From an optimization exercise on the open Yosys and OpenROAD flow, aimed at small area, a short achievable clock period and few clock cycles per item; shortcuts taken in it are not production practice. Function was checked by simulation only, so behaviour that the tests miss may differ from the original. No activity file was given, so power comes from the tool's default toggle rates.

==> flow/design.v <==
package mvm_accum_pkg;
    localparam int unsigned DEF_VP   = 3;
    localparam int unsigned DEF_EP   = 3;
    localparam int unsigned DEF_WI_X = 4;
    localparam int unsigned DEF_WF_X = 12;
    localparam int unsigned DEF_WI_W = 4;
    localparam int unsigned DEF_WF_W = 12;
    localparam int unsigned DEF_WI_O = 4;
    localparam int unsigned DEF_WF_O = 12;
endpackage
module mvm_lane (
    input  logic        clk,
    input  logic        first,    
    input  logic        v,        
    input  logic [7:0]  bneg,     
    input  logic [7:0]  bone,     
    input  logic [7:0]  btwo,     
    input  logic [15:0] w,
    input  logic        o_load,   
    output logic [15:0] data,
    output logic        ovf
);
    localparam logic [32:0] K = 33'h100010800;   
    logic [32:0] acc_s, acc_c;
    logic [32:0] as_i, ac_i;
    logic [32:0] ns, nc;
    assign as_i = first ? K : acc_s;
    assign ac_i = first ? 33'd0 : acc_c;
    wire [16:0] pp0;
    wire [16:0] pp1;
    wire [16:0] pp2;
    wire [16:0] pp3;
    wire [16:0] pp4;
    wire [16:0] pp5;
    wire [16:0] pp6;
    wire [16:0] pp7;
    wire [16:0] m0 = ({17{bone[0]}} & {w[15], w}) | ({17{btwo[0]}} & {w, 1'b0});
    assign pp0 = {v & ~(m0[16] ^ bneg[0]), m0[15:0] ^ {16{bneg[0]}}};
    wire [16:0] m1 = ({17{bone[1]}} & {w[15], w}) | ({17{btwo[1]}} & {w, 1'b0});
    assign pp1 = {v & ~(m1[16] ^ bneg[1]), m1[15:0] ^ {16{bneg[1]}}};
    wire [16:0] m2 = ({17{bone[2]}} & {w[15], w}) | ({17{btwo[2]}} & {w, 1'b0});
    assign pp2 = {v & ~(m2[16] ^ bneg[2]), m2[15:0] ^ {16{bneg[2]}}};
    wire [16:0] m3 = ({17{bone[3]}} & {w[15], w}) | ({17{btwo[3]}} & {w, 1'b0});
    assign pp3 = {v & ~(m3[16] ^ bneg[3]), m3[15:0] ^ {16{bneg[3]}}};
    wire [16:0] m4 = ({17{bone[4]}} & {w[15], w}) | ({17{btwo[4]}} & {w, 1'b0});
    assign pp4 = {v & ~(m4[16] ^ bneg[4]), m4[15:0] ^ {16{bneg[4]}}};
    wire [16:0] m5 = ({17{bone[5]}} & {w[15], w}) | ({17{btwo[5]}} & {w, 1'b0});
    assign pp5 = {v & ~(m5[16] ^ bneg[5]), m5[15:0] ^ {16{bneg[5]}}};
    wire [16:0] m6 = ({17{bone[6]}} & {w[15], w}) | ({17{btwo[6]}} & {w, 1'b0});
    assign pp6 = {v & ~(m6[16] ^ bneg[6]), m6[15:0] ^ {16{bneg[6]}}};
    wire [16:0] m7 = ({17{bone[7]}} & {w[15], w}) | ({17{btwo[7]}} & {w, 1'b0});
    assign pp7 = {v & ~(m7[16] ^ bneg[7]), m7[15:0] ^ {16{bneg[7]}}};
    wire h0s = as_i[12] ^ ac_i[12];
    wire h0c = as_i[12] & ac_i[12];
    wire h1s = as_i[13] ^ ac_i[13];
    wire h1c = as_i[13] & ac_i[13];
    wire t2s = as_i[14] ^ ac_i[14] ^ bneg[7];
    wire t2c = (as_i[14] & ac_i[14]) | (as_i[14] & bneg[7]) | (ac_i[14] & bneg[7]);
    wire h3s = pp0[14] ^ pp1[12];
    wire h3c = pp0[14] & pp1[12];
    wire t4s = as_i[15] ^ ac_i[15] ^ pp0[15];
    wire t4c = (as_i[15] & ac_i[15]) | (as_i[15] & pp0[15]) | (ac_i[15] & pp0[15]);
    wire h5s = pp1[13] ^ pp2[11];
    wire h5c = pp1[13] & pp2[11];
    wire t6s = as_i[16] ^ ac_i[16] ^ pp0[16];
    wire t6c = (as_i[16] & ac_i[16]) | (as_i[16] & pp0[16]) | (ac_i[16] & pp0[16]);
    wire h7s = pp1[14] ^ pp2[12];
    wire h7c = pp1[14] & pp2[12];
    wire t8s = as_i[17] ^ ac_i[17] ^ pp1[15];
    wire t8c = (as_i[17] & ac_i[17]) | (as_i[17] & pp1[15]) | (ac_i[17] & pp1[15]);
    wire h9s = as_i[18] ^ ac_i[18];
    wire h9c = as_i[18] & ac_i[18];
    wire h10s = as_i[6] ^ ac_i[6];
    wire h10c = as_i[6] & ac_i[6];
    wire h11s = as_i[7] ^ ac_i[7];
    wire h11c = as_i[7] & ac_i[7];
    wire t12s = as_i[8] ^ ac_i[8] ^ bneg[4];
    wire t12c = (as_i[8] & ac_i[8]) | (as_i[8] & bneg[4]) | (ac_i[8] & bneg[4]);
    wire h13s = pp0[8] ^ pp1[6];
    wire h13c = pp0[8] & pp1[6];
    wire t14s = as_i[9] ^ ac_i[9] ^ pp0[9];
    wire t14c = (as_i[9] & ac_i[9]) | (as_i[9] & pp0[9]) | (ac_i[9] & pp0[9]);
    wire h15s = pp1[7] ^ pp2[5];
    wire h15c = pp1[7] & pp2[5];
    wire t16s = as_i[10] ^ ac_i[10] ^ bneg[5];
    wire t16c = (as_i[10] & ac_i[10]) | (as_i[10] & bneg[5]) | (ac_i[10] & bneg[5]);
    wire t17s = pp0[10] ^ pp1[8] ^ pp2[6];
    wire t17c = (pp0[10] & pp1[8]) | (pp0[10] & pp2[6]) | (pp1[8] & pp2[6]);
    wire h18s = pp3[4] ^ pp4[2];
    wire h18c = pp3[4] & pp4[2];
    wire t19s = as_i[11] ^ ac_i[11] ^ pp0[11];
    wire t19c = (as_i[11] & ac_i[11]) | (as_i[11] & pp0[11]) | (ac_i[11] & pp0[11]);
    wire t20s = pp1[9] ^ pp2[7] ^ pp3[5];
    wire t20c = (pp1[9] & pp2[7]) | (pp1[9] & pp3[5]) | (pp2[7] & pp3[5]);
    wire h21s = pp4[3] ^ pp5[1];
    wire h21c = pp4[3] & pp5[1];
    wire t22s = bneg[6] ^ h0s ^ pp0[12];
    wire t22c = (bneg[6] & h0s) | (bneg[6] & pp0[12]) | (h0s & pp0[12]);
    wire t23s = pp1[10] ^ pp2[8] ^ pp3[6];
    wire t23c = (pp1[10] & pp2[8]) | (pp1[10] & pp3[6]) | (pp2[8] & pp3[6]);
    wire t24s = pp4[4] ^ pp5[2] ^ pp6[0];
    wire t24c = (pp4[4] & pp5[2]) | (pp4[4] & pp6[0]) | (pp5[2] & pp6[0]);
    wire t25s = h0c ^ h1s ^ pp0[13];
    wire t25c = (h0c & h1s) | (h0c & pp0[13]) | (h1s & pp0[13]);
    wire t26s = pp1[11] ^ pp2[9] ^ pp3[7];
    wire t26c = (pp1[11] & pp2[9]) | (pp1[11] & pp3[7]) | (pp2[9] & pp3[7]);
    wire t27s = pp4[5] ^ pp5[3] ^ pp6[1];
    wire t27c = (pp4[5] & pp5[3]) | (pp4[5] & pp6[1]) | (pp5[3] & pp6[1]);
    wire t28s = h1c ^ t2s ^ pp2[10];
    wire t28c = (h1c & t2s) | (h1c & pp2[10]) | (t2s & pp2[10]);
    wire t29s = pp3[8] ^ pp4[6] ^ pp5[4];
    wire t29c = (pp3[8] & pp4[6]) | (pp3[8] & pp5[4]) | (pp4[6] & pp5[4]);
    wire t30s = pp6[2] ^ pp7[0] ^ h3s;
    wire t30c = (pp6[2] & pp7[0]) | (pp6[2] & h3s) | (pp7[0] & h3s);
    wire t31s = t2c ^ pp3[9] ^ pp4[7];
    wire t31c = (t2c & pp3[9]) | (t2c & pp4[7]) | (pp3[9] & pp4[7]);
    wire t32s = pp5[5] ^ pp6[3] ^ pp7[1];
    wire t32c = (pp5[5] & pp6[3]) | (pp5[5] & pp7[1]) | (pp6[3] & pp7[1]);
    wire t33s = h3c ^ h5s ^ t4s;
    wire t33c = (h3c & h5s) | (h3c & t4s) | (h5s & t4s);
    wire t34s = pp3[10] ^ pp4[8] ^ pp5[6];
    wire t34c = (pp3[10] & pp4[8]) | (pp3[10] & pp5[6]) | (pp4[8] & pp5[6]);
    wire t35s = pp6[4] ^ pp7[2] ^ h5c;
    wire t35c = (pp6[4] & pp7[2]) | (pp6[4] & h5c) | (pp7[2] & h5c);
    wire t36s = h7s ^ t4c ^ t6s;
    wire t36c = (h7s & t4c) | (h7s & t6s) | (t4c & t6s);
    wire t37s = pp2[13] ^ pp3[11] ^ pp4[9];
    wire t37c = (pp2[13] & pp3[11]) | (pp2[13] & pp4[9]) | (pp3[11] & pp4[9]);
    wire t38s = pp5[7] ^ pp6[5] ^ pp7[3];
    wire t38c = (pp5[7] & pp6[5]) | (pp5[7] & pp7[3]) | (pp6[5] & pp7[3]);
    wire t39s = h7c ^ t6c ^ t8s;
    wire t39c = (h7c & t6c) | (h7c & t8s) | (t6c & t8s);
    wire t40s = h9s ^ pp1[16] ^ pp2[14];
    wire t40c = (h9s & pp1[16]) | (h9s & pp2[14]) | (pp1[16] & pp2[14]);
    wire t41s = pp3[12] ^ pp4[10] ^ pp5[8];
    wire t41c = (pp3[12] & pp4[10]) | (pp3[12] & pp5[8]) | (pp4[10] & pp5[8]);
    wire t42s = pp6[6] ^ pp7[4] ^ t8c;
    wire t42c = (pp6[6] & pp7[4]) | (pp6[6] & t8c) | (pp7[4] & t8c);
    wire t43s = as_i[19] ^ ac_i[19] ^ h9c;
    wire t43c = (as_i[19] & ac_i[19]) | (as_i[19] & h9c) | (ac_i[19] & h9c);
    wire t44s = pp2[15] ^ pp3[13] ^ pp4[11];
    wire t44c = (pp2[15] & pp3[13]) | (pp2[15] & pp4[11]) | (pp3[13] & pp4[11]);
    wire t45s = pp5[9] ^ pp6[7] ^ pp7[5];
    wire t45c = (pp5[9] & pp6[7]) | (pp5[9] & pp7[5]) | (pp6[7] & pp7[5]);
    wire t46s = as_i[20] ^ ac_i[20] ^ pp2[16];
    wire t46c = (as_i[20] & ac_i[20]) | (as_i[20] & pp2[16]) | (ac_i[20] & pp2[16]);
    wire t47s = pp3[14] ^ pp4[12] ^ pp5[10];
    wire t47c = (pp3[14] & pp4[12]) | (pp3[14] & pp5[10]) | (pp4[12] & pp5[10]);
    wire h48s = pp6[8] ^ pp7[6];
    wire h48c = pp6[8] & pp7[6];
    wire t49s = as_i[21] ^ ac_i[21] ^ pp3[15];
    wire t49c = (as_i[21] & ac_i[21]) | (as_i[21] & pp3[15]) | (ac_i[21] & pp3[15]);
    wire t50s = pp4[13] ^ pp5[11] ^ pp6[9];
    wire t50c = (pp4[13] & pp5[11]) | (pp4[13] & pp6[9]) | (pp5[11] & pp6[9]);
    wire t51s = as_i[22] ^ ac_i[22] ^ pp3[16];
    wire t51c = (as_i[22] & ac_i[22]) | (as_i[22] & pp3[16]) | (ac_i[22] & pp3[16]);
    wire h52s = pp4[14] ^ pp5[12];
    wire h52c = pp4[14] & pp5[12];
    wire t53s = as_i[23] ^ ac_i[23] ^ pp4[15];
    wire t53c = (as_i[23] & ac_i[23]) | (as_i[23] & pp4[15]) | (ac_i[23] & pp4[15]);
    wire h54s = as_i[24] ^ ac_i[24];
    wire h54c = as_i[24] & ac_i[24];
    wire h55s = as_i[2] ^ ac_i[2];
    wire h55c = as_i[2] & ac_i[2];
    wire h56s = as_i[3] ^ ac_i[3];
    wire h56c = as_i[3] & ac_i[3];
    wire t57s = as_i[4] ^ ac_i[4] ^ bneg[2];
    wire t57c = (as_i[4] & ac_i[4]) | (as_i[4] & bneg[2]) | (ac_i[4] & bneg[2]);
    wire h58s = pp0[4] ^ pp1[2];
    wire h58c = pp0[4] & pp1[2];
    wire t59s = as_i[5] ^ ac_i[5] ^ pp0[5];
    wire t59c = (as_i[5] & ac_i[5]) | (as_i[5] & pp0[5]) | (ac_i[5] & pp0[5]);
    wire h60s = pp1[3] ^ pp2[1];
    wire h60c = pp1[3] & pp2[1];
    wire t61s = bneg[3] ^ h10s ^ pp0[6];
    wire t61c = (bneg[3] & h10s) | (bneg[3] & pp0[6]) | (h10s & pp0[6]);
    wire t62s = pp1[4] ^ pp2[2] ^ pp3[0];
    wire t62c = (pp1[4] & pp2[2]) | (pp1[4] & pp3[0]) | (pp2[2] & pp3[0]);
    wire t63s = h10c ^ h11s ^ pp0[7];
    wire t63c = (h10c & h11s) | (h10c & pp0[7]) | (h11s & pp0[7]);
    wire t64s = pp1[5] ^ pp2[3] ^ pp3[1];
    wire t64c = (pp1[5] & pp2[3]) | (pp1[5] & pp3[1]) | (pp2[3] & pp3[1]);
    wire t65s = h11c ^ t12s ^ pp2[4];
    wire t65c = (h11c & t12s) | (h11c & pp2[4]) | (t12s & pp2[4]);
    wire t66s = pp3[2] ^ pp4[0] ^ h13s;
    wire t66c = (pp3[2] & pp4[0]) | (pp3[2] & h13s) | (pp4[0] & h13s);
    wire t67s = t12c ^ pp3[3] ^ pp4[1];
    wire t67c = (t12c & pp3[3]) | (t12c & pp4[1]) | (pp3[3] & pp4[1]);
    wire t68s = h13c ^ h15s ^ t14s;
    wire t68c = (h13c & h15s) | (h13c & t14s) | (h15s & t14s);
    wire t69s = t16s ^ pp5[0] ^ h15c;
    wire t69c = (t16s & pp5[0]) | (t16s & h15c) | (pp5[0] & h15c);
    wire t70s = h18s ^ t14c ^ t17s;
    wire t70c = (h18s & t14c) | (h18s & t17s) | (t14c & t17s);
    wire t71s = t16c ^ h18c ^ h21s;
    wire t71c = (t16c & h18c) | (t16c & h21s) | (h18c & h21s);
    wire t72s = t17c ^ t19s ^ t20s;
    wire t72c = (t17c & t19s) | (t17c & t20s) | (t19s & t20s);
    wire t73s = h21c ^ t19c ^ t20c;
    wire t73c = (h21c & t19c) | (h21c & t20c) | (t19c & t20c);
    wire t74s = t22s ^ t23s ^ t24s;
    wire t74c = (t22s & t23s) | (t22s & t24s) | (t23s & t24s);
    wire t75s = t22c ^ t23c ^ t24c;
    wire t75c = (t22c & t23c) | (t22c & t24c) | (t23c & t24c);
    wire t76s = t25s ^ t26s ^ t27s;
    wire t76c = (t25s & t26s) | (t25s & t27s) | (t26s & t27s);
    wire t77s = t25c ^ t26c ^ t27c;
    wire t77c = (t25c & t26c) | (t25c & t27c) | (t26c & t27c);
    wire t78s = t28s ^ t29s ^ t30s;
    wire t78c = (t28s & t29s) | (t28s & t30s) | (t29s & t30s);
    wire t79s = t28c ^ t29c ^ t31s;
    wire t79c = (t28c & t29c) | (t28c & t31s) | (t29c & t31s);
    wire t80s = t32s ^ t30c ^ t33s;
    wire t80c = (t32s & t30c) | (t32s & t33s) | (t30c & t33s);
    wire t81s = t31c ^ t32c ^ t34s;
    wire t81c = (t31c & t32c) | (t31c & t34s) | (t32c & t34s);
    wire t82s = t35s ^ t33c ^ t36s;
    wire t82c = (t35s & t33c) | (t35s & t36s) | (t33c & t36s);
    wire t83s = t34c ^ t37s ^ t38s;
    wire t83c = (t34c & t37s) | (t34c & t38s) | (t37s & t38s);
    wire t84s = t35c ^ t36c ^ t39s;
    wire t84c = (t35c & t36c) | (t35c & t39s) | (t36c & t39s);
    wire t85s = t37c ^ t38c ^ t40s;
    wire t85c = (t37c & t38c) | (t37c & t40s) | (t38c & t40s);
    wire t86s = t41s ^ t39c ^ t42s;
    wire t86c = (t41s & t39c) | (t41s & t42s) | (t39c & t42s);
    wire t87s = t43s ^ t40c ^ t41c;
    wire t87c = (t43s & t40c) | (t43s & t41c) | (t40c & t41c);
    wire t88s = t44s ^ t45s ^ t42c;
    wire t88c = (t44s & t45s) | (t44s & t42c) | (t45s & t42c);
    wire t89s = t43c ^ h48s ^ t44c;
    wire t89c = (t43c & h48s) | (t43c & t44c) | (h48s & t44c);
    wire t90s = t45c ^ t46s ^ t47s;
    wire t90c = (t45c & t46s) | (t45c & t47s) | (t46s & t47s);
    wire t91s = pp7[7] ^ h48c ^ t46c;
    wire t91c = (pp7[7] & h48c) | (pp7[7] & t46c) | (h48c & t46c);
    wire t92s = t47c ^ t49s ^ t50s;
    wire t92c = (t47c & t49s) | (t47c & t50s) | (t49s & t50s);
    wire t93s = pp6[10] ^ pp7[8] ^ h52s;
    wire t93c = (pp6[10] & pp7[8]) | (pp6[10] & h52s) | (pp7[8] & h52s);
    wire t94s = t49c ^ t50c ^ t51s;
    wire t94c = (t49c & t50c) | (t49c & t51s) | (t50c & t51s);
    wire t95s = pp5[13] ^ pp6[11] ^ pp7[9];
    wire t95c = (pp5[13] & pp6[11]) | (pp5[13] & pp7[9]) | (pp6[11] & pp7[9]);
    wire t96s = h52c ^ t51c ^ t53s;
    wire t96c = (h52c & t51c) | (h52c & t53s) | (t51c & t53s);
    wire t97s = h54s ^ pp4[16] ^ pp5[14];
    wire t97c = (h54s & pp4[16]) | (h54s & pp5[14]) | (pp4[16] & pp5[14]);
    wire t98s = pp6[12] ^ pp7[10] ^ t53c;
    wire t98c = (pp6[12] & pp7[10]) | (pp6[12] & t53c) | (pp7[10] & t53c);
    wire t99s = as_i[25] ^ ac_i[25] ^ h54c;
    wire t99c = (as_i[25] & ac_i[25]) | (as_i[25] & h54c) | (ac_i[25] & h54c);
    wire t100s = pp5[15] ^ pp6[13] ^ pp7[11];
    wire t100c = (pp5[15] & pp6[13]) | (pp5[15] & pp7[11]) | (pp6[13] & pp7[11]);
    wire t101s = as_i[26] ^ ac_i[26] ^ pp5[16];
    wire t101c = (as_i[26] & ac_i[26]) | (as_i[26] & pp5[16]) | (ac_i[26] & pp5[16]);
    wire h102s = pp6[14] ^ pp7[12];
    wire h102c = pp6[14] & pp7[12];
    wire t103s = as_i[27] ^ ac_i[27] ^ pp6[15];
    wire t103c = (as_i[27] & ac_i[27]) | (as_i[27] & pp6[15]) | (ac_i[27] & pp6[15]);
    wire h104s = as_i[28] ^ ac_i[28];
    wire h104c = as_i[28] & ac_i[28];
    wire h105s = as_i[0] ^ ac_i[0];
    wire h105c = as_i[0] & ac_i[0];
    wire h106s = as_i[1] ^ ac_i[1];
    wire h106c = as_i[1] & ac_i[1];
    wire t107s = bneg[1] ^ h55s ^ pp0[2];
    wire t107c = (bneg[1] & h55s) | (bneg[1] & pp0[2]) | (h55s & pp0[2]);
    wire t108s = h55c ^ h56s ^ pp0[3];
    wire t108c = (h55c & h56s) | (h55c & pp0[3]) | (h56s & pp0[3]);
    wire t109s = h56c ^ t57s ^ pp2[0];
    wire t109c = (h56c & t57s) | (h56c & pp2[0]) | (t57s & pp2[0]);
    wire t110s = t57c ^ h58c ^ h60s;
    wire t110c = (t57c & h58c) | (t57c & h60s) | (h58c & h60s);
    wire t111s = h60c ^ t59c ^ t61s;
    wire t111c = (h60c & t59c) | (h60c & t61s) | (t59c & t61s);
    wire t112s = t61c ^ t62c ^ t63s;
    wire t112c = (t61c & t62c) | (t61c & t63s) | (t62c & t63s);
    wire t113s = t63c ^ t64c ^ t65s;
    wire t113c = (t63c & t64c) | (t63c & t65s) | (t64c & t65s);
    wire t114s = t65c ^ t67s ^ t66c;
    wire t114c = (t65c & t67s) | (t65c & t66c) | (t67s & t66c);
    wire t115s = t67c ^ t69s ^ t68c;
    wire t115c = (t67c & t69s) | (t67c & t68c) | (t69s & t68c);
    wire t116s = t69c ^ t71s ^ t70c;
    wire t116c = (t69c & t71s) | (t69c & t70c) | (t71s & t70c);
    wire t117s = t71c ^ t72c ^ t73s;
    wire t117c = (t71c & t72c) | (t71c & t73s) | (t72c & t73s);
    wire t118s = t73c ^ t74c ^ t75s;
    wire t118c = (t73c & t74c) | (t73c & t75s) | (t74c & t75s);
    wire t119s = t75c ^ t76c ^ t77s;
    wire t119c = (t75c & t76c) | (t75c & t77s) | (t76c & t77s);
    wire t120s = t77c ^ t79s ^ t78c;
    wire t120c = (t77c & t79s) | (t77c & t78c) | (t79s & t78c);
    wire t121s = t79c ^ t81s ^ t80c;
    wire t121c = (t79c & t81s) | (t79c & t80c) | (t81s & t80c);
    wire t122s = t81c ^ t83s ^ t82c;
    wire t122c = (t81c & t83s) | (t81c & t82c) | (t83s & t82c);
    wire t123s = t83c ^ t85s ^ t84c;
    wire t123c = (t83c & t85s) | (t83c & t84c) | (t85s & t84c);
    wire t124s = t85c ^ t87s ^ t86c;
    wire t124c = (t85c & t87s) | (t85c & t86c) | (t87s & t86c);
    wire t125s = t87c ^ t89s ^ t90s;
    wire t125c = (t87c & t89s) | (t87c & t90s) | (t89s & t90s);
    wire t126s = t89c ^ t90c ^ t91s;
    wire t126c = (t89c & t90c) | (t89c & t91s) | (t90c & t91s);
    wire t127s = t93s ^ t91c ^ t92c;
    wire t127c = (t93s & t91c) | (t93s & t92c) | (t91c & t92c);
    wire t128s = t95s ^ t93c ^ t94c;
    wire t128c = (t95s & t93c) | (t95s & t94c) | (t93c & t94c);
    wire t129s = t95c ^ t97s ^ t96c;
    wire t129c = (t95c & t97s) | (t95c & t96c) | (t97s & t96c);
    wire t130s = t99s ^ t97c ^ t100s;
    wire t130c = (t99s & t97c) | (t99s & t100s) | (t97c & t100s);
    wire t131s = t99c ^ h102s ^ t100c;
    wire t131c = (t99c & h102s) | (t99c & t100c) | (h102s & t100c);
    wire t132s = pp7[13] ^ h102c ^ t101c;
    wire t132c = (pp7[13] & h102c) | (pp7[13] & t101c) | (h102c & t101c);
    wire t133s = h104s ^ pp6[16] ^ pp7[14];
    wire t133c = (h104s & pp6[16]) | (h104s & pp7[14]) | (pp6[16] & pp7[14]);
    wire t134s = as_i[29] ^ ac_i[29] ^ h104c;
    wire t134c = (as_i[29] & ac_i[29]) | (as_i[29] & h104c) | (ac_i[29] & h104c);
    wire h135s = as_i[30] ^ ac_i[30];
    wire h135c = as_i[30] & ac_i[30];
    wire h136s = bneg[0] ^ h105s;
    wire h136c = bneg[0] & h105s;
    wire t137s = h105c ^ h106s ^ pp0[1];
    wire t137c = (h105c & h106s) | (h105c & pp0[1]) | (h106s & pp0[1]);
    wire t138s = h106c ^ pp1[0] ^ t107s;
    wire t138c = (h106c & pp1[0]) | (h106c & t107s) | (pp1[0] & t107s);
    wire t139s = pp1[1] ^ t107c ^ t108s;
    wire t139c = (pp1[1] & t107c) | (pp1[1] & t108s) | (t107c & t108s);
    wire t140s = h58s ^ t108c ^ t109s;
    wire t140c = (h58s & t108c) | (h58s & t109s) | (t108c & t109s);
    wire t141s = t109c ^ t59s ^ t110s;
    wire t141c = (t109c & t59s) | (t109c & t110s) | (t59s & t110s);
    wire t142s = t62s ^ t110c ^ t111s;
    wire t142c = (t62s & t110c) | (t62s & t111s) | (t110c & t111s);
    wire t143s = t64s ^ t111c ^ t112s;
    wire t143c = (t64s & t111c) | (t64s & t112s) | (t111c & t112s);
    wire t144s = t66s ^ t112c ^ t113s;
    wire t144c = (t66s & t112c) | (t66s & t113s) | (t112c & t113s);
    wire t145s = t113c ^ t68s ^ t114s;
    wire t145c = (t113c & t68s) | (t113c & t114s) | (t68s & t114s);
    wire t146s = t70s ^ t114c ^ t115s;
    wire t146c = (t70s & t114c) | (t70s & t115s) | (t114c & t115s);
    wire t147s = t72s ^ t115c ^ t116s;
    wire t147c = (t72s & t115c) | (t72s & t116s) | (t115c & t116s);
    wire t148s = t74s ^ t116c ^ t117s;
    wire t148c = (t74s & t116c) | (t74s & t117s) | (t116c & t117s);
    wire t149s = t76s ^ t117c ^ t118s;
    wire t149c = (t76s & t117c) | (t76s & t118s) | (t117c & t118s);
    wire t150s = t78s ^ t118c ^ t119s;
    wire t150c = (t78s & t118c) | (t78s & t119s) | (t118c & t119s);
    wire t151s = t119c ^ t80s ^ t120s;
    wire t151c = (t119c & t80s) | (t119c & t120s) | (t80s & t120s);
    wire t152s = t82s ^ t120c ^ t121s;
    wire t152c = (t82s & t120c) | (t82s & t121s) | (t120c & t121s);
    wire t153s = t84s ^ t121c ^ t122s;
    wire t153c = (t84s & t121c) | (t84s & t122s) | (t121c & t122s);
    wire t154s = t86s ^ t122c ^ t123s;
    wire t154c = (t86s & t122c) | (t86s & t123s) | (t122c & t123s);
    wire t155s = t88s ^ t123c ^ t124s;
    wire t155c = (t88s & t123c) | (t88s & t124s) | (t123c & t124s);
    wire t156s = t88c ^ t125s ^ t124c;
    wire t156c = (t88c & t125s) | (t88c & t124c) | (t125s & t124c);
    wire t157s = t92s ^ t125c ^ t126s;
    wire t157c = (t92s & t125c) | (t92s & t126s) | (t125c & t126s);
    wire t158s = t94s ^ t126c ^ t127s;
    wire t158c = (t94s & t126c) | (t94s & t127s) | (t126c & t127s);
    wire t159s = t96s ^ t127c ^ t128s;
    wire t159c = (t96s & t127c) | (t96s & t128s) | (t127c & t128s);
    wire t160s = t98s ^ t128c ^ t129s;
    wire t160c = (t98s & t128c) | (t98s & t129s) | (t128c & t129s);
    wire t161s = t98c ^ t130s ^ t129c;
    wire t161c = (t98c & t130s) | (t98c & t129c) | (t130s & t129c);
    wire t162s = t101s ^ t130c ^ t131s;
    wire t162c = (t101s & t130c) | (t101s & t131s) | (t130c & t131s);
    wire t163s = t103s ^ t131c ^ t132s;
    wire t163c = (t103s & t131c) | (t103s & t132s) | (t131c & t132s);
    wire t164s = t103c ^ t133s ^ t132c;
    wire t164c = (t103c & t133s) | (t103c & t132c) | (t133s & t132c);
    wire t165s = pp7[15] ^ t134s ^ t133c;
    wire t165c = (pp7[15] & t134s) | (pp7[15] & t133c) | (t134s & t133c);
    wire t166s = h135s ^ pp7[16] ^ t134c;
    wire t166c = (h135s & pp7[16]) | (h135s & t134c) | (pp7[16] & t134c);
    wire t167s = as_i[31] ^ ac_i[31] ^ h135c;
    wire t167c = (as_i[31] & ac_i[31]) | (as_i[31] & h135c) | (ac_i[31] & h135c);
    wire h168s = as_i[32] ^ ac_i[32];
    wire h168c = as_i[32] & ac_i[32];
    assign ns[0] = h136s;
    assign ns[1] = h136c;
    assign ns[2] = t137c;
    assign ns[3] = t138c;
    assign ns[4] = t139c;
    assign ns[5] = t140c;
    assign ns[6] = t141c;
    assign ns[7] = t142c;
    assign ns[8] = t143c;
    assign ns[9] = t144c;
    assign ns[10] = t145c;
    assign ns[11] = t146c;
    assign ns[12] = t147c;
    assign ns[13] = t148c;
    assign ns[14] = t149c;
    assign ns[15] = t150c;
    assign ns[16] = t151c;
    assign ns[17] = t152c;
    assign ns[18] = t153c;
    assign ns[19] = t154c;
    assign ns[20] = t155c;
    assign ns[21] = t156c;
    assign ns[22] = t157c;
    assign ns[23] = t158c;
    assign ns[24] = t159c;
    assign ns[25] = t160c;
    assign ns[26] = t161c;
    assign ns[27] = t162c;
    assign ns[28] = t163c;
    assign ns[29] = t164c;
    assign ns[30] = t165c;
    assign ns[31] = t166c;
    assign ns[32] = t167c;
    assign nc[0] = pp0[0];
    assign nc[1] = t137s;
    assign nc[2] = t138s;
    assign nc[3] = t139s;
    assign nc[4] = t140s;
    assign nc[5] = t141s;
    assign nc[6] = t142s;
    assign nc[7] = t143s;
    assign nc[8] = t144s;
    assign nc[9] = t145s;
    assign nc[10] = t146s;
    assign nc[11] = t147s;
    assign nc[12] = t148s;
    assign nc[13] = t149s;
    assign nc[14] = t150s;
    assign nc[15] = t151s;
    assign nc[16] = t152s;
    assign nc[17] = t153s;
    assign nc[18] = t154s;
    assign nc[19] = t155s;
    assign nc[20] = t156s;
    assign nc[21] = t157s;
    assign nc[22] = t158s;
    assign nc[23] = t159s;
    assign nc[24] = t160s;
    assign nc[25] = t161s;
    assign nc[26] = t162s;
    assign nc[27] = t163s;
    assign nc[28] = t164s;
    assign nc[29] = t165s;
    assign nc[30] = t166s;
    assign nc[31] = t167s;
    assign nc[32] = h168s;
    wire [32:0] tot = acc_s + acc_c;    
    wire inr = (tot[32:27] == 6'b000000) || (tot[32:27] == 6'b111111);
    always_ff @(posedge clk) begin
        acc_s <= ns;
        acc_c <= nc;
        if (o_load) begin
            data <= inr ? tot[27:12] : (tot[32] ? 16'h8000 : 16'h7fff);
            ovf  <= ~inr;
        end
    end
endmodule
module mvm_accum (
    input  logic        clk,
    input  logic        rst,
    input  logic        clr,
    input  logic        s_valid,
    output logic        s_ready,
    input  logic [15:0] s_x,
    input  logic [47:0] s_w,
    output logic        m_valid,
    input  logic        m_ready,
    output logic [47:0] m_data,
    output logic [2:0]  m_ovf
);
    logic [1:0] bc;           
    logic       iv;           
    logic       ifirst;       
    logic       ilast;        
    logic       afull;        
    logic [7:0] bneg, bone, btwo;
    logic [47:0] wq;
    wire acc_b  = s_valid & s_ready & ~clr;
    wire o_load = afull & (~m_valid | m_ready);
    wire [1:0] bc_n    = clr ? 2'd0 : acc_b ? ((bc == 2'd2) ? 2'd0 : bc + 2'd1) : bc;
    wire       afull_n = ~clr & ((iv & ilast) | (afull & ~o_load));
    wire       mval_n  = ~clr & (o_load | (m_valid & ~m_ready));
    wire [16:0] xe = {s_x, 1'b0};
    logic [7:0] eneg, eone, etwo;
    always_comb begin
        for (int i = 0; i < 8; i++) begin
            eneg[i] = xe[2*i+2] & ~(xe[2*i+1] & xe[2*i]);
            eone[i] = xe[2*i+1] ^ xe[2*i];
            etwo[i] = (xe[2*i+2] & ~xe[2*i+1] & ~xe[2*i]) | (~xe[2*i+2] & xe[2*i+1] & xe[2*i]);
        end
    end
    always_ff @(posedge clk or posedge rst) begin
        if (rst) begin
            bc      <= 2'd0;
            iv      <= 1'b0;
            ifirst  <= 1'b0;
            ilast   <= 1'b0;
            afull   <= 1'b0;
            m_valid <= 1'b0;
            s_ready <= 1'b1;
        end else begin
            bc      <= bc_n;
            iv      <= acc_b;
            ifirst  <= acc_b & (bc == 2'd0);
            ilast   <= acc_b & (bc == 2'd2);
            afull   <= afull_n;
            m_valid <= mval_n;
            s_ready <= (bc_n != 2'd0) | (~mval_n & ~afull_n);
        end
    end
    always_ff @(posedge clk) begin
        bneg <= eneg & {8{acc_b}};
        bone <= eone & {8{acc_b}};
        btwo <= etwo & {8{acc_b}};
        wq   <= s_w;
    end
    for (genvar l = 0; l < 3; l++) begin : g_lane
        mvm_lane u_lane (
            .clk    (clk),
            .first  (ifirst),
            .v      (iv),
            .bneg   (bneg),
            .bone   (bone),
            .btwo   (btwo),
            .w      (wq[(2-l)*16 +: 16]),
            .o_load (o_load),
            .data   (m_data[(2-l)*16 +: 16]),
            .ovf    (m_ovf[l])
        );
    end
endmodule
==> flow/run.sh <==
#!/bin/bash
# synth_recipe.tcl (not shown) runs the flow's synth.tcl, then flattens the netlist and writes it again
# the make line also repeats each setting of config.mk as NAME=value (left out here)
make -C /OpenROAD-flow-scripts/flow DESIGN_CONFIG=/design/flow/config.mk WORK_HOME=/design/flow/orfs CLKGATE_MAP_FILE= SYNTH_SCRIPT=/design/flow/synth_recipe.tcl finish
==> flow/config.mk <==
export PLATFORM = sky130hd
export DESIGN_NAME = mvm_accum
export DESIGN_NICKNAME = mvm_accum
export VERILOG_FILES = /design/flow/design.v
export SDC_FILE = /design/flow/constraint.sdc
export NUM_CORES = 4
export LEC_CHECK = 0
export CAP_MARGIN = 20
export CORE_MARGIN = 2
export CORE_UTILIZATION = 40
export SLEW_MARGIN = 20
==> flow/constraint.sdc <==
create_clock -name core_clock -period 9.0 [get_ports {clk}]
set_input_delay 1.8000 -clock core_clock [delete_from_list [all_inputs] [get_ports {clk}]]
set_output_delay 1.8000 -clock core_clock [all_outputs]
set_load 0.01 [all_outputs]
==> summary.txt <==
* Gr usage total at 0.218
* Post-synthesis async set-or-reset flop share at 0.0243
* Critical path arrival at 4.75 ns
* Initial core utilization at 0.405
* Placed insts at roughly 4300
* Drt wl/cell at 20.4 um
* Critical path required time at 9.47 ns
* Least-Margin Pin Slew at about 1.2 ns
* DR vias/cell at 5.38
* PD cells at a little over 300 nW/um^2
* Post-synth EDFFs at 51
* Post-CTS Setup Bufs at 0
* Total Negative Setup Slacks at 0 ns
* Crit-path max cell delay at 0.59 ns
* Clock sinks at 329
* # resized after CTS at 0
* Max Slew Vio Count at 0
* Largest family of logic cells by synthesized area: adder cells
* CTS tree: yes
* Post-synthesis compound-gate area fraction at 0.148
* Crit-path max FO at 30
* Core Region at between 80000 and 90000 um^2
* Adder-cell share of the synthesized area at 0.330
* DPL Wire Length at 60300 um
* # DRC at 0
* Hold Vio Cnt, Final at 0
* Top-area cell type share of the netlist area at 0.263
* Routed WL at 89300 um
* Total power at between 10000 and 15000 uW
* Layout Cells excl Fill at ~4400
* I/O Buffers at 121
* # IOs at 122
* Post-Syn Area at 32600 um^2
* Clock skew at 0.0277 ns
* RSZ-0062 raised after global routing: false
* Synth Warn # at 2
* Simple-Gate Fraction of Synth Area at 0.0905
* Synth Register Bits at roughly 330
* VDD IR max at 144 uV
* Most common cell in the netlist: inv_1
* H-tree depth at 2
* Status: complete, no violations
* Global-route wire length before repair at 143000 um
* Most used cell, CP: fa_1
* Vias in the first global route at 25100
* Final setup viols at 0
* Die Area at 83900 um^2
* Die width at 290 um
* Netlist cell types at 86
* Ranking of synthesized cells by area: fa_1 26%, dfxtp_1 17%, xnor2_1 8.7%, a22oi_1 8.3%, ha_1 6.7%
* Global route overflow at 0
* Syn_nets at 4018
* Hold crit path type: reg2reg
* Final min period at 4.29 ns
* Largest net degree at the start of global routing at 78
* Clock root buffer: clkbuf_16
* Via count at 23500
* Ordered list of cells on the worst path: buf_4, a22oi_1, xor2_1, fa_1, inv_1, fa_1, inv_1, fa_1, fa_1, inv_1, fa_1
* Seq/Total Area, Yosys at 0.219
* Cts hold-fix bufs at 0
* Synth Instances at 3345
* Final ANT Viol Nets at 0
* Die H at between 200 and 300 um
* Number of diodes at 0
* Crit share post-route at 0.476
* Clock slew at reported path FFs at 0.06 ns
* Max capacitance violation total at 0
* P&R area growth vs syn at 10.3%
* Mean area per synthesized cell at 9.76 um^2
* Startpoint types: flop
* CTS Buf Count at 45
* CP Capture Type: flop
* Iter 0 DRT Violations at roughly 1700
* Synth Area in XOR/XNOR at 0.126
* Slew HR at 0.231
* Slowest CP cell: dfxtp_2
* Worst setup path start: btwo[0]
* Multiplexer share of the synthesized area at 0.000996
* List of most frequent post-synthesis cells: 460 x inv_1, 429 x fa_1, 360 x a22oi_1
* Share of layout cells above drive strength 1 at 0.0594
* Largest area contributor in the netlist: fa_1
* Max frequency at around 230 MHz
* DRT Pass-1 Iters at 6
* Worst r2r src: btwo[0]
* Initial antenna violation count at 2
* Main flop type after synthesis: dfxtp_1
* Clock Path Buffers at 3
* Clock latency on the worst-skew pair at 0.60 ns
* HP Start: bc[1]
* Layout net count at roughly 4000
* Rows at about 100
* GPL Wtd Cong at about 0.84
* Pleak at 0.0151 uW
* CP Class: reg2reg
metrics by stage:
stage	setup slack (ns)	util	hold WS, ns	cell area [um^2]
2_1_floorplan	4.39	-	0.459	32600
3_3_place_gp	4.78	0.427	0.485	34500
3_5_place_dp	4.74	0.427	0.488	34500
5_1_grt	4.50	0.447	0.520	36000
4_1_cts	4.72	0.447	0.495	36000
6_report	4.71	0.447	0.494	36000
where the power goes:
part	total, uW	switching, uW	internal, uW
Clock	1890	786	1110
Sequential	2460	350	2110
Combinational	6760	4000	2750
Total	11100	5140	5970
sequential cells by signal, summed over array words and instances, names as in the netlist:
| name | flops |
|---|---|
| g_lane.u_lane.acc_c | 99 |
| g_lane.u_lane.acc_s | 99 |
| g_lane.u_lane.data | 48 |
| wq | 48 |
| bneg | 8 |
| bone | 8 |
| btwo | 8 |
| g_lane.u_lane.ovf | 3 |
| bc | 2 |
| afull | 1 |
| ifirst | 1 |
| ilast | 1 |
| iv | 1 |
| m_valid | 1 |
| s_ready | 1 |
area by class of cell:
cell class,count,area (um^2)
repair buffers,160,1500
clock inverters,34,380
fillers,7777,44700
flip-flops and latches,329,7190
multi-input cells,2282,22700
clock buffers,50,1180
well taps,1060,1330
inverters,463,1740
cells by family (layout without fill, tap and decap cells):
| logic type | Yosys count | count (layout) |
|---|---|---|
| buf+inv | 734 | 707 |
| mux | 2 | 2 |
| xor+xnor | 469 | 469 |
| simple gates | 524 | 524 |
| fa+ha+maj | 604 | 604 |
| compound gates | 683 | 683 |
| flops | 329 | 329 |
cells in the final DEF, fill, tap and decap left out, drive strengths merged, types with 83 or more instances in the layout:
master and n:
a21oi 97, a22oi 360, clkdlybuf4s50 121, dfxtp 270, fa 429, ha 175, inv 468, nand2 100
nand2b 83, nor2b 116, o21ai 85, xnor2 325, xor2 144
per-layer routing:
metal	wire, um	global-route usage
met5	26	0
met4	1870	0.0582
met3	5860	0.0373
met2	41700	0.352
met1	39900	0.303
critical path: cells and delay by family (launching register included):
kind	cells	cell delay [ns]
fa+ha+maj	5	2.54
buf+inv	4	0.63
flops	1	0.59
xor+xnor	1	0.21
compound gates	1	0.17
path summary, 6_finish.rpt:
kind | slack (ns) | to | depth (start not counted)
worst max register to register | 4.71 | g_lane[0].u_lane.acc_c[16] | 11
worst max-delay path | 4.71 | g_lane[0].u_lane.acc_c[16] | 11
max in group asynchronous | 7.28 | s_ready | 2
worst min register to register | 0.49 | ifirst | 1
worst min-delay path | 0.49 | ifirst | 1
min in group asynchronous | 1.44 | bc[0] | 2
Testbench counts, summed over its fixed seeds: cycles 3,624, items 1,200.

port drivers added, routing unchanged:
No port has a modelled driver above. Below, the same layout with a new extraction and two added sets of constraints.
Step 1 (the two cells are an assumption about what drives the block):
set clk [get_ports {clk}]
set_driving_cell -lib_cell sky130_fd_sc_hd__clkbuf_16 $clk
set_driving_cell -lib_cell sky130_fd_sc_hd__buf_2 [delete_from_list [all_inputs] $clk]
Step 2 also shifts input and output timing later by t, the mid clock arrival at the registers, as if the neighbouring blocks saw the same clock.
Slacks: ideal ports / drivers / drivers and shift; pairs: ideal ports / drivers.
shift t [ns]: 0.651
slack for setup (ns): 4.712 / 4.712 / 4.712
worst hold slack (ns): 0.494 / 0.494 / 0.494
worst setup path after step 2: register to register
clock arrival spread, ns: 0.033 / 0.033
After both steps this run still meets setup and hold. For this run, drivers alone change the setup slack by 0.000 ns; drivers and shift together by 0.000 ns.
